Context: an optimization exercise on an open-source flow, tuned for small area, a short achievable clock period and few clock cycles per item. The choices shown serve that exercise and are no tape-out recipe. At most, simulation tests tie the RTL to the original design; equivalence was not proved. Only the layout flow was run in run 1; the RTL was not checked for function there. Power and IR drop assume default switching activity.

### constraint.sdc
create_clock -name core_clock -period 7.0 [get_ports {clk}]
set_input_delay 1.4000 -clock core_clock [delete_from_list [all_inputs] [get_ports {clk}]]
set_output_delay 1.4000 -clock core_clock [all_outputs]
set_load 0.01 [all_outputs]
### config.mk
export PLATFORM = sky130hd
export DESIGN_NAME = mips_multicycle
export DESIGN_NICKNAME = mips_multicycle
export VERILOG_FILES = /design/flow/design.v
export SDC_FILE = /design/flow/constraint.sdc
export NUM_CORES = 4
export LEC_CHECK = 0
export CAP_MARGIN = 20
export CORE_MARGIN = 2
export CORE_UTILIZATION = 25
export PLACE_DENSITY = 0.35
export SETUP_SLACK_MARGIN = 3
export SLEW_MARGIN = 20
### run.sh
#!/bin/bash
# synth_recipe.tcl (not shown) runs the flow's synth.tcl, then flattens the netlist and writes it again
# the make line also repeats each setting of config.mk as NAME=value (left out here)
make -C /OpenROAD-flow-scripts/flow DESIGN_CONFIG=/design/flow/config.mk WORK_HOME=/design/flow/orfs CLKGATE_MAP_FILE= SYNTH_SCRIPT=/design/flow/synth_recipe.tcl finish
### design.v
module mips_multicycle #(
  parameter logic [31:0] RESET_PC = 32'h0000_0000,
  parameter int          ADDR_W   = 32
) (
  input  logic              clk,
  input  logic              reset,
  output logic              mem_req,
  output logic              mem_we,
  output logic [ADDR_W-1:0] mem_addr,
  output logic [31:0]       mem_wdata,
  input  logic [31:0]       mem_rdata,
  input  logic              mem_ready,
  output logic [31:0]       pc,
  output logic              retire,
  output logic              halted
);
  logic        go, halt_r, ret_r;
  logic [31:2] fpc;                   
  logic [31:0] rf [1:31];
  logic [31:1] rv;
  logic        dv;
  logic [31:0] ir;
  logic [31:2] dpc4;
  logic        ev, e_ill, e_br, e_lw, e_sw, e_wen, e_imm, e_sub, e_fa, e_fb;
  logic        e_ssum, e_sand, e_sor, e_sslt, e_ssll, e_ssrl, e_sb;
  logic [4:0]  e_rd;
  logic [15:0] e_i16;
  logic [31:0] ea, eb;
  logic [31:2] e_npc;
  logic        wv, w_lw, w_sw, w_wen;
  logic [4:0]  w_rd;
  logic [31:0] w_res, mar;
  logic port_d, adv, wdone;
  assign port_d    = wv & (w_lw | w_sw);
  assign mem_req   = go & ~halt_r;
  assign mem_we    = port_d & w_sw;
  assign mem_addr  = port_d ? mar[ADDR_W-1:0] : {fpc, 2'b00};
  assign mem_wdata = w_res;
  assign adv       = go & ~halt_r & ~port_d & mem_ready;
  assign wdone     = port_d & mem_ready;
  assign pc        = {fpc, 2'b00};
  assign retire    = ret_r;
  assign halted    = halt_r;
  logic [5:0]  d_op, d_fn;
  logic [4:0]  d_rs, d_rt, d_rd;
  logic        d_rtype, d_fnok, d_addi, d_lw, d_sw, d_beq, d_j, d_ill, d_wen, d_same;
  logic [31:2] d_tgt;
  assign d_op    = ir[31:26];
  assign d_fn    = ir[5:0];
  assign d_rs    = ir[25:21];
  assign d_rt    = ir[20:16];
  assign d_rtype = d_op == 6'h00;
  assign d_fnok  = d_fn == 6'h20 || d_fn == 6'h22 || d_fn == 6'h24 || d_fn == 6'h25 ||
                   d_fn == 6'h2a || d_fn == 6'h00 || d_fn == 6'h02;
  assign d_addi  = d_op == 6'h08;
  assign d_lw    = d_op == 6'h23;
  assign d_sw    = d_op == 6'h2b;
  assign d_beq   = d_op == 6'h04;
  assign d_j     = d_op == 6'h02;
  assign d_ill   = ~((d_rtype & d_fnok) | d_addi | d_lw | d_sw | d_beq | d_j);
  assign d_rd    = d_rtype ? ir[15:11] : d_rt;
  assign d_wen   = ((d_rtype & d_fnok) | d_addi | d_lw) & (d_rd != 5'd0);
  assign d_same  = d_beq & (d_rs == d_rt);
  assign d_tgt   = dpc4 + {{14{ir[15]}}, ir[15:0]};
  logic [31:0] rd_a, rd_b, alu_res, fwd_a, fwd_b;
  logic        fea, feb, fwa, fwb;
  logic [31:1] sel_a, sel_b;
  always_comb begin
    rd_a = '0;
    rd_b = '0;
    for (int i = 1; i < 32; i++) begin
      sel_a[i] = rv[i] & (d_rs == 5'(i));
      sel_b[i] = rv[i] & (d_rt == 5'(i));
      rd_a = rd_a | (rf[i] & {32{sel_a[i]}});
      rd_b = rd_b | (rf[i] & {32{sel_b[i]}});
    end
  end
  assign fea  = ev & e_wen & (e_rd == d_rs);
  assign feb  = ev & e_wen & (e_rd == d_rt);
  assign fwa  = wv & w_wen & (w_rd == d_rs);
  assign fwb  = wv & w_wen & (w_rd == d_rt);
  assign fwd_a = fea ? alu_res : fwa ? w_res : rd_a;
  assign fwd_b = feb ? alu_res : fwb ? w_res : rd_b;
  logic [31:0] opb, sum, sh_l, sh_r;
  logic [32:0] sum33;
  logic        slt, e_take, e_halt;
  assign opb   = e_imm ? {{16{e_i16[15]}}, e_i16} : (e_sub ? ~eb : eb);
  assign sum33 = {ea, e_sub} + {opb, e_sub};
  assign sum   = sum33[32:1];
  assign slt   = (ea[31] ^ eb[31]) ? ea[31] : sum[31];
  assign sh_l  = eb << e_i16[10:6];
  assign sh_r  = eb >> e_i16[10:6];
  assign alu_res = ({32{e_ssum}} & sum) | ({32{e_sand}} & (ea & eb)) |
                   ({32{e_sor}} & (ea | eb)) | {31'd0, e_sslt & slt} |
                   ({32{e_ssll}} & sh_l) | ({32{e_ssrl}} & sh_r) | ({32{e_sb}} & eb);
  assign e_take = ev & e_br & (ea == eb);
  assign e_halt = ev & e_ill;
  logic [31:2] fpc4;
  logic        f_j;
  assign fpc4 = fpc + 30'd1;
  assign f_j  = mem_rdata[31:26] == 6'h02;
  always_ff @(posedge clk or posedge reset) begin
    if (reset) begin
      go     <= 1'b0;
      halt_r <= 1'b0;
      ret_r  <= 1'b0;
      fpc    <= RESET_PC[31:2];
      dv     <= 1'b0;
      ev     <= 1'b0;
      wv     <= 1'b0;
      rv     <= '0;
    end else begin
      go    <= 1'b1;
      ret_r <= adv & ev & ~e_ill;
      if (rf_we) rv[w_rd] <= 1'b1;
      if (adv) begin
        if (e_halt) begin
          halt_r <= 1'b1;
          fpc    <= e_npc;
        end else if (e_take) fpc <= e_npc;
        else if (dv & d_same) fpc <= d_tgt;
        else if (f_j) fpc <= {fpc4[31:28], mem_rdata[25:0]};
        else fpc <= fpc4;
        dv <= ~(e_take | e_halt | (dv & d_same));
        ev <= dv & ~(e_take | e_halt);
        wv <= ev & ~e_ill;
      end else if (wdone) wv <= 1'b0;
    end
  end
  logic        rf_we;
  logic [31:0] rf_wd;
  assign rf_we = wv & w_wen & (~w_lw | mem_ready);
  assign rf_wd = w_lw ? mem_rdata : w_res;
  for (genvar i = 1; i < 32; i++) begin : g_rf
    logic we_i;
    assign we_i = rf_we & (w_rd == 5'(i));
    always_ff @(posedge clk) rf[i] <= (rf_wd & {32{we_i}}) | (rf[i] & ~{32{we_i}});
  end
  always_ff @(posedge clk) begin
    if (adv) begin
      ir     <= mem_rdata;
      dpc4   <= fpc4;
      e_ill  <= d_ill;
      e_br   <= d_beq & ~d_same;
      e_lw   <= d_lw;
      e_sw   <= d_sw;
      e_wen  <= d_wen;
      e_imm  <= d_addi | d_lw | d_sw;
      e_sub  <= d_rtype & (d_fn == 6'h22 || d_fn == 6'h2a);
      e_ssum <= d_addi | (d_rtype & (d_fn == 6'h20 || d_fn == 6'h22));
      e_sand <= d_rtype & d_fn == 6'h24;
      e_sor  <= d_rtype & d_fn == 6'h25;
      e_sslt <= d_rtype & d_fn == 6'h2a;
      e_ssll <= d_rtype & d_fn == 6'h00;
      e_ssrl <= d_rtype & d_fn == 6'h02;
      e_sb   <= d_sw;
      e_rd   <= d_rd;
      e_i16  <= ir[15:0];
      e_npc  <= d_beq ? d_tgt : dpc4;
      e_fa   <= ev & e_lw & e_wen & (e_rd == d_rs);
      e_fb   <= ev & e_lw & e_wen & (e_rd == d_rt);
      ea     <= fwd_a;
      eb     <= fwd_b;
      w_lw   <= e_lw;
      w_sw   <= e_sw;
      w_wen  <= e_wen;
      w_rd   <= e_rd;
      w_res  <= alu_res;
      mar    <= sum;
    end else if (wdone & w_lw) begin
      if (e_fa) ea <= mem_rdata;
      if (e_fb) eb <= mem_rdata;
    end
  end
endmodule
==> results.sh, run 1 <==
export IMPL_reg2reg_depth=10
export IMPL_hold_class="reg -> reg"
export IMPL_clk_pin_slew_ps=60
export IMPL_clock_sinks=1323
export IMPL_crit_path_start_kind="flip-flop"
export IMPL_grt_max_degree=94
export IMPL_reg2reg_slack_ps=2820
export IMPL_fmax_ghz=0.239
export IMPL_ys_types=80
export IMPL_antenna_found_initial=29
export IMPL_netlist_instances=5193
export IMPL_synth_edf_count=1256
export IMPL_yosys_area_top_type_share=0.576
export IMPL_layout_common_cells="edfxtp_1 (1256), a22oi_1 (496), nand2_1 (288), buf_4 (268), nor2_1 (237)"
export IMPL_ys_flop_type="edfxtp_1"
export IMPL_fin_nets=5548
export IMPL_rsz0062_at_grt="yes"
export IMPL_place_hpwl_mm=263
export IMPL_grt_pass1_wl_mm=522
export IMPL_drc=0
export IMPL_critPathSlowestCell="and3_4"
export IMPL_io_buffers=132
export IMPL_slew_headroom=0.269
export IMPL_dieArea_um2=266000
export IMPL_path_class="reg -> reg"
export IMPL_cp_arrival_ps=4880
export IMPL_viasPerCell=6.20
export IMPL_crit_end="ea[15]"
export IMPL_synthTopCellsByArea="edfxtp_1 (58%), a22oi_1 (5.7%), a221oi_1 (2.8%), a22o_1 (2.7%), ha_1 (2.6%)"
export IMPL_grt_remaining_overflow=0
export IMPL_reg2reg_from="ir[25]"
export IMPL_finalCritPeriodShare=0.597
export IMPL_outcome="timing/DRC/antenna clean"
export IMPL_hold_buffers=0
export IMPL_period_minus_slack_ps=4180
export IMPL_yosys_area_top_type="edfxtp_1"
export IMPL_clock_skew_final_ps=56.7
export IMPL_layout_commonest_cell="edfxtp_1"
export IMPL_worstSetupStartpoint="ir[25]"
export IMPL_drtAntennaViolNets=0
export IMPL_worst_pin_slew_ps=1100
export IMPL_drive_above_1_share=0.163
export IMPL_syn2layout_area_growth_pct=20.2
export IMPL_cpPeakStageDelay_ps=690
export IMPL_routed_wl_mm=402
export IMPL_setup_ws_ps=2820
export IMPL_p_leak_nw=26.9
export IMPL_n_fill_cell=26400
export IMPL_crit_path_frequent_cell="nor2b_1"
export IMPL_path_cells="nor2b_1 -> nor2b_1 -> and3_4 -> buf_4 -> a221oi_1 -> nand3_1 -> nor4_1 -> nand2_1 -> o211ai_1 -> a31oi_1"
export IMPL_setup_tns_ps=0
export IMPL_drt_iter0_drc=9525
export IMPL_syn_avg_cell_area_um2=12.6
export IMPL_finalSetupViolCount=0
export IMPL_ir_worst_vdd_uv=273
export IMPL_regArea_um2=39400
export IMPL_vias=55900
export IMPL_setup_worst_path_end_class="flip-flop"
export IMPL_dieWidth_um=516
export IMPL_num_io_pins=135
export IMPL_ys_async_sr_fraction=0.0506
export IMPL_cts_tree="done"
export IMPL_routabilityCongestion=0.942
export IMPL_htree_levels=4
export IMPL_cp_max_fo=18
export IMPL_fp_row_count=187
export IMPL_hold_viol_final=0
export IMPL_dr_pass1_iters=13
export IMPL_wire_per_inst_um=44.6
export IMPL_multi_input_comb_area_um2=24700
export IMPL_place_ws_ps=1830
export IMPL_slew_violations=0
export IMPL_netlist_area_um2=65500
export IMPL_drv_cap=0
export IMPL_cts_buffers=161
export IMPL_track_usage=0.293
export IMPL_die_h_um=516
export IMPL_worst_skew_pair_late_latency_ps=840
export IMPL_yosysWarnings=2
export IMPL_core_um2=260000
export IMPL_clock_path_buffers=3
export IMPL_root_buffer="clkbuf_16"
export IMPL_ys_ff_latch=1323
export IMPL_yosysSeqAreaShare=0.601
export IMPL_rr_endpoint="ea[15]"
export IMPL_initial_core_util=0.252
export IMPL_grt_pass1_vias=53200
export IMPL_cp_data_required_time_ps=7700
export IMPL_p_per_area_nw_per_um2=284
[worst min path at each step]
stage | from | endpoint | slack, ps | cells after the start
detailed placement | e_lw | w_lw | 460 | 0
global placement | e_lw | w_lw | 450 | 0
finish | ir[8] | e_i16[8] | 480 | 0
CTS | e_lw | w_lw | 470 | 0
global route | ir[8] | e_i16[8] | 500 | 0
floorplan | e_lw | w_lw | 430 | 0
[report_power, final]
part           total (mW)  internal, mW  switching (mW)
logic                4.05          1.47            2.58
registers            9.72          9.19           0.525
clock network        8.58          4.79            3.79
[Yosys cell counts (6+ instances only)]
library cell	count
nand4_1	131
nor3b_1	6
xnor2_1	89
or2_2	7
a22oi_1	496
mux4_2	52
ha_1	137
dfrtp_1	67
o21a_1	14
nor2_1	270
a222oi_1	95
o21ai_0	135
nand3_1	165
a31oi_1	43
nor3_1	78
xor2_1	59
inv_1	147
edfxtp_1	1256
a221oi_1	211
o22ai_1	27
o221ai_1	12
buf_1	39
a211o_1	8
or3_1	14
o311ai_0	8
a21o_1	43
nand2b_1	19
o21bai_1	13
mux2_2	87
o211ai_1	55
buf_2	26
mux2i_1	92
o31ai_1	7
clkbuf_1	374
and2_1	17
a221o_1	18
and3_1	82
a21oi_1	136
nor4_1	40
a211oi_1	21
a31o_2	13
nor2b_1	21
a22o_1	201
nand2_1	295
[per-stage QoR]
stage                     power, mW  hold slack, ps  utilization  instances  instance area (um^2)
after floorplan                11.7             432            -       5194                 65600
after global placement         13.8             451        0.276       8608                 71900
after detailed placement       13.8             458        0.277       8614                 72100
after CTS                      22.4             472        0.300       8972                 78100
after global routing           23.0             499        0.303       9010                 78700
final                          22.3             477        0.303       9022                 78800
[layout make-up]
| class | instances | area share |
|---|---|---|
| timing repair buffer | 462 | 0.0560 |
| tap | 3496 | 0.0555 |
| multi-input combinational | 3278 | 0.313 |
| antenna | 13 | 0.000413 |
| sequential | 1323 | 0.500 |
| clock inverter | 106 | 0.0139 |
| clock buffer | 196 | 0.0535 |
| inverter | 148 | 0.00723 |
[worst max-delay path, delay by kind of cell, from the launching register on]
family          cells  cell delay [ps]
simple gates        6             2090
buf+inv             1              620
flops               1              550
compound gates      3              720
[cell families (layout without fill, tap and decap cells)]
group                    count (synthesis)  count (layout)  synth area share
multiplexers                           231             231            0.0469
buffers and inverters                  593             912            0.0349
AND/OR/NAND/NOR                       1172            1172            0.0869
AO/OA/AOI/OAI                         1585            1585             0.184
other                                    2              16          0.000115
flip-flops                            1323            1323             0.601
adder cells (fa/ha/maj)                139             139            0.0268
XOR/XNOR                               148             148            0.0198
[layer usage]
metal,up-vias,part of all wire,GRT usage
li1,21300,-,-
met1,28900,0.39,0.365
met2,4421,0.44,0.458
met3,1294,0.10,0.0835
met4,28,0.069,0.161
met5,-,0.00090,0.00306
[what timing repair did]
action	CTS	global route
endpoints found under the hold margin	0	0
gates cloned	0	1
pin swaps	25	29
setup buffers	56	34
gates resized for setup	74	86
setup endpoints to repair	358	217
==> run 2, diff against run 1 <==
--- a/design.v
+++ b/design.v
@@ -18,3 +18,3 @@
   logic [31:2] fpc;                   
-  logic [31:0] rf [1:31];
+  logic [31:0] rf [32];
   logic [31:1] rv;
@@ -66,13 +66,6 @@
   logic        fea, feb, fwa, fwb;
-  logic [31:1] sel_a, sel_b;
-  always_comb begin
-    rd_a = '0;
-    rd_b = '0;
-    for (int i = 1; i < 32; i++) begin
-      sel_a[i] = rv[i] & (d_rs == 5'(i));
-      sel_b[i] = rv[i] & (d_rt == 5'(i));
-      rd_a = rd_a | (rf[i] & {32{sel_a[i]}});
-      rd_b = rd_b | (rf[i] & {32{sel_b[i]}});
-    end
-  end
+  logic [31:0] rvx;
+  assign rvx  = {rv, 1'b0};
+  assign rd_a = rvx[d_rs] ? rf[d_rs] : 32'd0;
+  assign rd_b = rvx[d_rt] ? rf[d_rt] : 32'd0;
   assign fea  = ev & e_wen & (e_rd == d_rs);
@@ -114,3 +107,3 @@
       ret_r <= adv & ev & ~e_ill;
-      if (rf_we) rv[w_rd] <= 1'b1;
+      if (wv & w_wen & (~w_lw | mem_ready)) rv[w_rd] <= 1'b1;
       if (adv) begin
@@ -129,12 +122,4 @@
   end
-  logic        rf_we;
-  logic [31:0] rf_wd;
-  assign rf_we = wv & w_wen & (~w_lw | mem_ready);
-  assign rf_wd = w_lw ? mem_rdata : w_res;
-  for (genvar i = 1; i < 32; i++) begin : g_rf
-    logic we_i;
-    assign we_i = rf_we & (w_rd == 5'(i));
-    always_ff @(posedge clk) rf[i] <= (rf_wd & {32{we_i}}) | (rf[i] & ~{32{we_i}});
-  end
   always_ff @(posedge clk) begin
+    if (wv & w_wen & (~w_lw | mem_ready)) rf[w_rd] <= w_lw ? mem_rdata : w_res;
     if (adv) begin
--- a/config.mk
+++ b/config.mk
@@ -11,3 +11,2 @@
 export PLACE_DENSITY = 0.35
-export SETUP_SLACK_MARGIN = 3
 export SLEW_MARGIN = 20
==> run 2 against run 1 <==
Effect of this change: maximum frequency is 13% lower; via count is 18% lower; area after synthesis is 9.9% higher; first-iteration DRC count is 57% lower; routed wire length is 27% lower; cell area is 6.9% higher; sequential cell count is 42 higher; sequential share of layout area is 1.8 points lower; clock power is 2% higher; core utilization is 0.98 points lower; hold slack worse by 11 ps; die area is 9.8% higher.
==> results.sh, run 2 <==
export IMPL_core_um2=287000
export IMPL_clock_skew_final_ps=88.7
export IMPL_hold_class="reg -> reg"
export IMPL_io_buffers=132
export IMPL_path_class="reg -> reg"
export IMPL_cpPeakStageDelay_ps=1010
export IMPL_clock_path_buffers=3
export IMPL_drive_above_1_share=0.257
export IMPL_yosysSeqAreaShare=0.563
export IMPL_crit_path_frequent_cell="nor2_1"
export IMPL_cts_tree="done"
export IMPL_crit_family="compound AO/OA/AOI/OAI gates"
export IMPL_slew_headroom=0.281
export IMPL_synthTopCellsByCount="edfxtp_1 (1288), mux4_2 (702), nand2_1 (393)"
export IMPL_synth_edf_count=1288
export IMPL_dieWidth_um=541
export IMPL_layout_commonest_cell="edfxtp_1"
export IMPL_cp_data_required_time_ps=7540
export IMPL_setup_worst_path_end_class="flip-flop"
export IMPL_p_per_area_nw_per_um2=305
export IMPL_setup_tns_ps=0
export IMPL_root_buffer="clkbuf_16"
export IMPL_hold_buffers=0
export IMPL_netlist_instances=4684
export IMPL_finalSetupViolCount=0
export IMPL_grt_max_degree=108
export IMPL_ys_types=87
export IMPL_grt_pass1_vias=46400
export IMPL_ys_async_sr_fraction=0.0491
export IMPL_antenna_found_initial=16
export IMPL_drt_iter0_drc=4085
export IMPL_vias=45600
export IMPL_grt_remaining_overflow=0
export IMPL_crit_path_start_kind="flip-flop"
export IMPL_critPathSlowestCell="edfxtp_1"
export IMPL_worst_pin_slew_ps=1050
export IMPL_finalPower_mw=25.7
export IMPL_period_minus_slack_ps=4790
export IMPL_netlist_area_um2=72000
export IMPL_hold_viol_final=0
export IMPL_htree_levels=4
export IMPL_instances_no_fill=8759
export IMPL_yosys_area_top_type="edfxtp_1"
export IMPL_hold_path_startpoint="e_wen"
export IMPL_syn_avg_cell_area_um2=15.4
export IMPL_ir_worst_vdd_uv=177
export IMPL_ys_ff_latch=1365
export IMPL_reg2reg_slack_ps=2210
export IMPL_yosysWarnings=1
export IMPL_initial_core_util=0.251
export IMPL_hold_end="w_wen"
export IMPL_placedCellCount=8434
export IMPL_holdPathStages=0
export IMPL_drtAntennaViolNets=0
export IMPL_place_hpwl_mm=202
export IMPL_num_io_pins=135
export IMPL_dr_pass1_iters=6
export IMPL_cts_buffers=169
export IMPL_reg2reg_depth=15
export IMPL_cp_max_fo=18
export IMPL_post_cts_resized=0
export IMPL_top_register="rf"
export IMPL_drc=0
export IMPL_dieArea_um2=292000
export IMPL_wire_per_inst_um=33.5
export IMPL_ys_flop_type="edfxtp_1"
export IMPL_slew_violations=0
export IMPL_crit_buf_inv=1
export IMPL_syn2layout_area_growth_pct=16.9
export IMPL_finalCritPeriodShare=0.684
export IMPL_worst_skew_pair_late_latency_ps=830
export IMPL_path_cells="buf_4 -> xor2_1 -> nor2_1 -> nor2_1 -> ha_1 -> a21oi_1 -> o21ai_0 -> a31oi_1 -> o22ai_1 -> nor2_1 -> o21ai_0 -> a21oi_1 -> xnor2_1 -> a221oi_1 -> a211oi_1"
export IMPL_drv_cap=0
export IMPL_cp_arrival_ps=5320
export IMPL_grt_pass1_wl_mm=404
export IMPL_synthTopCellsByArea="edfxtp_1 (54%), mux4_2 (22%), ha_1 (2.4%), dfrtp_1 (2.3%), nand2_1 (2.0%)"
export IMPL_fp_row_count=197
export IMPL_layout_common_cells="edfxtp_1 (1288), mux4_2 (702), nand2_1 (393), o21ai_0 (261), nor2_1 (252)"
export IMPL_rr_endpoint="ea[31]"
export IMPL_routabilityCongestion=0.907
export IMPL_clk_pin_slew_ps=60
export IMPL_fin_nets=4998
export IMPL_p_leak_nw=27.5
export IMPL_fmax_ghz=0.209
export IMPL_largest_reg_flops=1024
export IMPL_rsz0062_at_grt="no"
export IMPL_outcome="timing/DRC/antenna clean"
export IMPL_track_usage=0.198
export IMPL_yosys_area_top_type_share=0.537
export IMPL_yosysMostFrequentCell="edfxtp_1"
export IMPL_clock_sinks=1365
export IMPL_routed_wl_mm=294
export IMPL_viasPerCell=5.21
export IMPL_postCtsSetupBuffers=0
export IMPL_reg2reg_from="e_sub"
export IMPL_die_h_um=541
-- run 2: cell types whose count changed in the layout (fill, tap and decap cells not counted), sizes merged, moves of 107 or more --
cell / delta
mux4: +650
a22oi: -484
a22o: -201
buf: -144
nand4: -109
a221oi: -193
nand3: -107
o21ai: +127
-- run 2: how the worst max path moves through the flow --
stage               startpoint       end  slack, ps  depth (start not counted)
CTS                      e_sub    ea[31]       2210                         15
global placement        eb[22]    fpc[2]       2210                          8
detailed placement       e_sub    ea[31]       2200                         15
global route             e_sub    eb[31]       1810                         15
finish                   e_sub    ea[31]       2210                         15
floorplan            mem_ready  dpc4[10]       1730                          4
-- run 2: cell type report --
cell class | count | area, um^2
repair buffers | 316 | 3030
inverters | 121 | 464
flip-flops and latches | 1365 | 40600
fillers | 28600 | 203000
clock buffers | 209 | 4430
diodes | 15 | 37.5
clock inverters | 101 | 1020
well taps | 3781 | 4730
multi-input cells | 2851 | 29900
-- run 2: logic make-up after synthesis --
kind of cell / Yosys count / share of synthesized area
muxes: 890 / 0.247
xor gates and xnor gates: 145 / 0.0176
DFF: 1365 / 0.563
adders and majority gates: 139 / 0.0244
buffers and inverters: 469 / 0.0262
and+or+nand+nor: 922 / 0.0556
other: 2 / 0.000104
AOI/OAI and AO/OA: 752 / 0.0660
-- run 2: layer usage --
metal / global-route usage / wire length (um) / part of all wire / vias to the layer above
met3: 0.0260 / 13700 / 0.047 / 321
met1: 0.274 / 132000 / 0.45 / 24800
li1: - / - / - / 19200
met4: 0.0519 / 8430 / 0.029 / 0
met5: 0 / 0 / 0 / -
met2: 0.326 / 140000 / 0.48 / 1379
-- run 2: worst reg2reg max path: stages (launching register included) --
cell	delay (ps)
edfxtp_1	1010
buf_4	330
xor2_1	170
nor2_1	60
nor2_1	120
ha_1	350
a21oi_1	380
o21ai_0	160
a31oi_1	240
o22ai_1	140
nor2_1	320
o21ai_0	160
a21oi_1	200
xnor2_1	130
a221oi_1	560
a211oi_1	150
-- run 2: metrics by stage --
step	worst slack, ps	area, um^2	utilization	hold slack, ps
2_1_floorplan	1730	72000	-	418
3_3_place_gp	2210	78700	0.274	432
3_5_place_dp	2200	78700	0.274	446
4_1_cts	2210	84100	0.293	469
5_1_grt	1810	84200	0.293	474
6_report	2210	84200	0.293	466
-- run 2: power breakdown --
group	switching (mW)	internal, mW
clock network	3.73	5.03
logic	4.07	2.76
registers	0.653	9.46
Testbench counts of run 2, summed over its fixed seeds: cycles 85,212, instrs 63,884.

## what the ideal ports hide
The results above use ideal ports. As a check the final layouts listed here were re-extracted and re-timed, cells and wires unchanged. Step 1: set_driving_cell puts a clkbuf_16 on clk and a buf_2 on each other input, an assumption about the parent block. Step 2 moves the port delays by t, midway between the first and last clock arrival at a register: inputs arrive t later, outputs are due t later. That takes back most of the time a late clock gives input paths. Three values: ideal, step 1, step 2; two values: the first two.
run | t (ns) | setup WS [ns] | clock arrival spread, ns
run 1 | 0.929 | 2.818 / 2.818 / 2.107 | 0.081 / 0.080
run 2 | 0.877 | 2.213 / 2.213 / 2.213 | 0.089 / 0.089
After both steps every run listed still meets setup and hold. The setup slack of run 1, which loses most, moves by 0.000 ns with the drivers and by -0.711 ns with both steps.
